This is an optimization exercise on Yosys and OpenROAD, whose aim is small area and a short achievable clock period, not a production implementation.
Only simulation tests tie the RTL to the original design; equivalence was not proved.

// qmult
module qmult #(
   parameter int Q = 15,
   parameter int N = 32
) (
   input  logic [N-1:0] a,
   input  logic [N-1:0] b,
   output logic [N-1:0] c,
   input  logic         clk,
   input  logic         rst,
   output logic [N-1:0] c_reg,
   output logic         ovr
);
Size: ~130 I/O pins.
Settings: LEC_CHECK=0, CAP_MARGIN=20, CORE_MARGIN=2, CORE_UTILIZATION=40, SETUP_SLACK_MARGIN=2, SLEW_MARGIN=20, SYNTH_HIERARCHICAL=1, SYNTH_MINIMUM_KEEP_SIZE=0; clock period 15.0 ns.
standard.sh (not shown) runs the stock make flow with config.mk's settings and CLKGATE_MAP_FILE= SYNTH_SCRIPT=/design/flow/synth_recipe.tcl, a recipe that flattens the netlist after the stock synthesis.
==> flow/flow/run.sh <==
#!/bin/bash
# Standard synthesis (unchanged), then the standard ORFS layout with extra settings:
#  - the Booth selectors, which ABC maps at drive strength 2, are downsized to
#    strength 1 before floorplanning (downsize.tcl); timing repair upsizes any
#    that the critical paths need;
#  - the delay cells (clkdlybuf4s*, dlygate*, dlymetal*) are kept out of the
#    port and fanout buffering, which otherwise picks them.
# Each make run logs to its own file in this folder.
set -euo pipefail
here=$(pwd)
PLATFORM_DONT_USE="sky130_fd_sc_hd__probe_p_8 sky130_fd_sc_hd__probec_p_8 sky130_fd_sc_hd__lpflow_bleeder_1 sky130_fd_sc_hd__lpflow_clkbufkapwr_1 sky130_fd_sc_hd__lpflow_clkbufkapwr_16 sky130_fd_sc_hd__lpflow_clkbufkapwr_2 sky130_fd_sc_hd__lpflow_clkbufkapwr_4 sky130_fd_sc_hd__lpflow_clkbufkapwr_8 sky130_fd_sc_hd__lpflow_clkinvkapwr_1 sky130_fd_sc_hd__lpflow_clkinvkapwr_16 sky130_fd_sc_hd__lpflow_clkinvkapwr_2 sky130_fd_sc_hd__lpflow_clkinvkapwr_4 sky130_fd_sc_hd__lpflow_clkinvkapwr_8 sky130_fd_sc_hd__lpflow_decapkapwr_12 sky130_fd_sc_hd__lpflow_decapkapwr_3 sky130_fd_sc_hd__lpflow_decapkapwr_4 sky130_fd_sc_hd__lpflow_decapkapwr_6 sky130_fd_sc_hd__lpflow_decapkapwr_8 sky130_fd_sc_hd__lpflow_inputiso0n_1 sky130_fd_sc_hd__lpflow_inputiso0p_1 sky130_fd_sc_hd__lpflow_inputiso1n_1 sky130_fd_sc_hd__lpflow_inputiso1p_1 sky130_fd_sc_hd__lpflow_inputisolatch_1 sky130_fd_sc_hd__lpflow_isobufsrc_1 sky130_fd_sc_hd__lpflow_isobufsrc_16 sky130_fd_sc_hd__lpflow_isobufsrc_2 sky130_fd_sc_hd__lpflow_isobufsrc_4 sky130_fd_sc_hd__lpflow_isobufsrc_8 sky130_fd_sc_hd__lpflow_isobufsrckapwr_16 sky130_fd_sc_hd__lpflow_lsbuf_lh_hl_isowell_tap_1 sky130_fd_sc_hd__lpflow_lsbuf_lh_hl_isowell_tap_2 sky130_fd_sc_hd__lpflow_lsbuf_lh_hl_isowell_tap_4 sky130_fd_sc_hd__lpflow_lsbuf_lh_isowell_4 sky130_fd_sc_hd__lpflow_lsbuf_lh_isowell_tap_1 sky130_fd_sc_hd__lpflow_lsbuf_lh_isowell_tap_2 sky130_fd_sc_hd__lpflow_lsbuf_lh_isowell_tap_4"
DELAY_CELLS="sky130_fd_sc_hd__clkdlybuf4s15_1 sky130_fd_sc_hd__clkdlybuf4s15_2 sky130_fd_sc_hd__clkdlybuf4s18_1 sky130_fd_sc_hd__clkdlybuf4s18_2 sky130_fd_sc_hd__clkdlybuf4s25_1 sky130_fd_sc_hd__clkdlybuf4s25_2 sky130_fd_sc_hd__clkdlybuf4s50_1 sky130_fd_sc_hd__clkdlybuf4s50_2 sky130_fd_sc_hd__dlygate4sd1_1 sky130_fd_sc_hd__dlygate4sd2_1 sky130_fd_sc_hd__dlygate4sd3_1 sky130_fd_sc_hd__dlymetal6s2s_1 sky130_fd_sc_hd__dlymetal6s4s_1 sky130_fd_sc_hd__dlymetal6s6s_1"
export DOWNSIZE_CELLS="sky130_fd_sc_hd__a22oi"

bash standard.sh synth > synth.log 2>&1
bash standard.sh \
  PRE_FLOORPLAN_TCL="$here/flow/downsize.tcl" \
  DONT_USE_CELLS="$PLATFORM_DONT_USE $DELAY_CELLS" \
  finish > layout.log 2>&1
Other scripts of this flow, unchanged in this note and not shown: flow/flow/downsize.tcl
Change:
- SETUP_SLACK_MARGIN: 2 -> 1
What happened:
- routed wire length goes down by about 5.4%
- final cell count goes down by 4.4%
- global-route usage goes down by 1.8 points
- cell area goes down by 7.4%
- utilization goes down by 3.7 points
- worst hold slack gains 0.0036 ns
Change:
- SETUP_SLACK_MARGIN: 1 -> 1.5
After rerunning: The changed run produced a clean layout; routed wire length rose by 0.83%; first-iteration DRC count goes down by 11%; worst hold slack is worse by 0.055 ns; via count is higher by 1.7%; synthesized cell count does not change; clock-buffer cell count rises by 1; sequential share of layout area fell by 0.10 points; fmax went up by 3.5%; worst setup slack gains 0.47 ns; non-clock buffer count goes up by 34.


## raven
Another version of the RTL of qmult (not shown whole).
## qmult
module qmult #(
   parameter int Q = 15,
   parameter int N = 32
) (
   input  logic [N-1:0] a,
   input  logic [N-1:0] b,
   output logic [N-1:0] c,
   input  logic         clk,
   input  logic         rst,
   output logic [N-1:0] c_reg,
   output logic         ovr
);
export LEC_CHECK = 0
export CAP_MARGIN = 20
export CORE_MARGIN = 2
export CORE_UTILIZATION = 40
export SLEW_MARGIN = 20
export SYNTH_HIERARCHICAL = 1
export SYNTH_MINIMUM_KEEP_SIZE = 0
create_clock -name core_clock -period 15.0 [get_ports {clk}]
==> flow/flow/run.sh <==
#!/bin/bash
# Standard synthesis, then the standard ORFS layout with a few extra settings:
# Booth selectors downsized after synthesis, port buffers of a set type, and
# timing repair aimed at a setup margin.
set -euo pipefail
here=$(pwd)
bash standard.sh synth > synth.log 2>&1
export DOWNSIZE_CELLS="${DOWNSIZE_CELLS:-sky130_fd_sc_hd__a22oi}"
bash standard.sh \
  PRE_FLOORPLAN_TCL="$here/flow/downsize.tcl" \
  finish > layout.log 2>&1
==> flow/flow/downsize.tcl <==
# Downsize combinational cells that synthesis mapped above drive strength 1 (the
# Booth selectors come out of ABC as a22oi_2); timing repair later upsizes what
# the critical paths need. Registers are left as they are.
set n 0
foreach inst [[ord::get_db_block] getInsts] {
  set m [[$inst getMaster] getName]
  if {[regexp {^(sky130_fd_sc_hd__[a-z0-9]+)_([0-9]+)$} $m -> base drv]} {
    if {$drv > 1 && ![string match "*df*" $base] && ![string match "*dl*" $base] \
          && [lsearch -exact $::env(DOWNSIZE_CELLS) $base] >= 0} {
      set lc [get_lib_cells ${base}_1]
      if {$lc ne ""} {
        replace_cell [$inst getName] ${base}_1
        incr n
      }
    }
  }
}
puts "downsize: downsized $n cells"
> inputs changed (raven -> quartz)
==> flow/run.sh (new file) <==
#!/bin/bash
# synth_recipe.tcl (not shown) runs the flow's synth.tcl, then flattens the netlist and writes it again
# the make line also repeats each setting of config.mk as NAME=value (left out here)
make -C /OpenROAD-flow-scripts/flow DESIGN_CONFIG=/design/flow/config.mk WORK_HOME=/design/flow/orfs CLKGATE_MAP_FILE= SYNTH_SCRIPT=/design/flow/synth_recipe.tcl finish
removed: flow/flow/run.sh
removed: flow/flow/downsize.tcl
removed: flow/standard.sh
Notes after the runs:
- Summary of the comparison: share of cells above drive strength 1 is higher in quartz, relative to raven.
- quartz vs raven — fraction of area in multi-input gates rose 1.5 points.
- Diff raven -> quartz: setup slack now smaller, final critical-path required period increased by 0.54 ns relative to the old numbers, core utilization neither gained nor lost much, maximum cell stage delay along the critical path went up 0.27 ns, post-place setup slack dropped 0.36 ns.
- Wire: quartz routes more than raven
- raven vs quartz, start point of the critical path: b[2] vs b[18]
- quartz finished end to end and its layout was clean on timing, DRC and antenna.
- The final layout from raven, which completed every stage, passed the timing, design-rule and antenna checks at the end of the flow.
- Between raven and quartz, the flow reports net count of the finished layout increasing slightly.
- quartz ends up with a sequential share of cell area that is 0.35 points lower than in raven.

[afterwards: timing with drivers on the ports]
How much do the figures lean on ideal ports? The routed layouts below were timed once more, with nothing changed but the port constraints.
Step 1, drivers: a clkbuf_16 drives clk and a buf_2 each remaining input, both assumed.
Step 2 times the ports against the registers' clock, not the clock port: input delays grow and output delays shrink by t, the midpoint of the rising clock arrivals with the driver on.
Three values: no drivers, after step 1, after step 2; two values: the first two.
run	t, ns	setup slack, ns	hold slack, ns	latest minus earliest clock arrival (ns)
the first run of note 1	0.312	2.125 / 2.058 / 2.058	2.760 / 2.746 / 3.059	0.005 / 0.005
the second run of note 1	0.310	1.223 / 1.192 / 1.192	2.763 / 2.746 / 3.057	0.009 / 0.009
the third run of note 1	0.310	1.694 / 1.557 / 1.557	2.709 / 2.699 / 3.009	0.005 / 0.005
raven	0.311	0.687 / 0.648 / 0.648	3.113 / 3.101 / 3.413	0.004 / 0.003
quartz	0.335	0.147 / 0.121 / 0.121	3.105 / 3.081 / 3.416	0.017 / 0.016
After both steps every run listed still meets setup and hold. For the third run of note 1, which loses most, drivers alone change the setup slack by -0.137 ns; drivers and shift together by -0.137 ns.
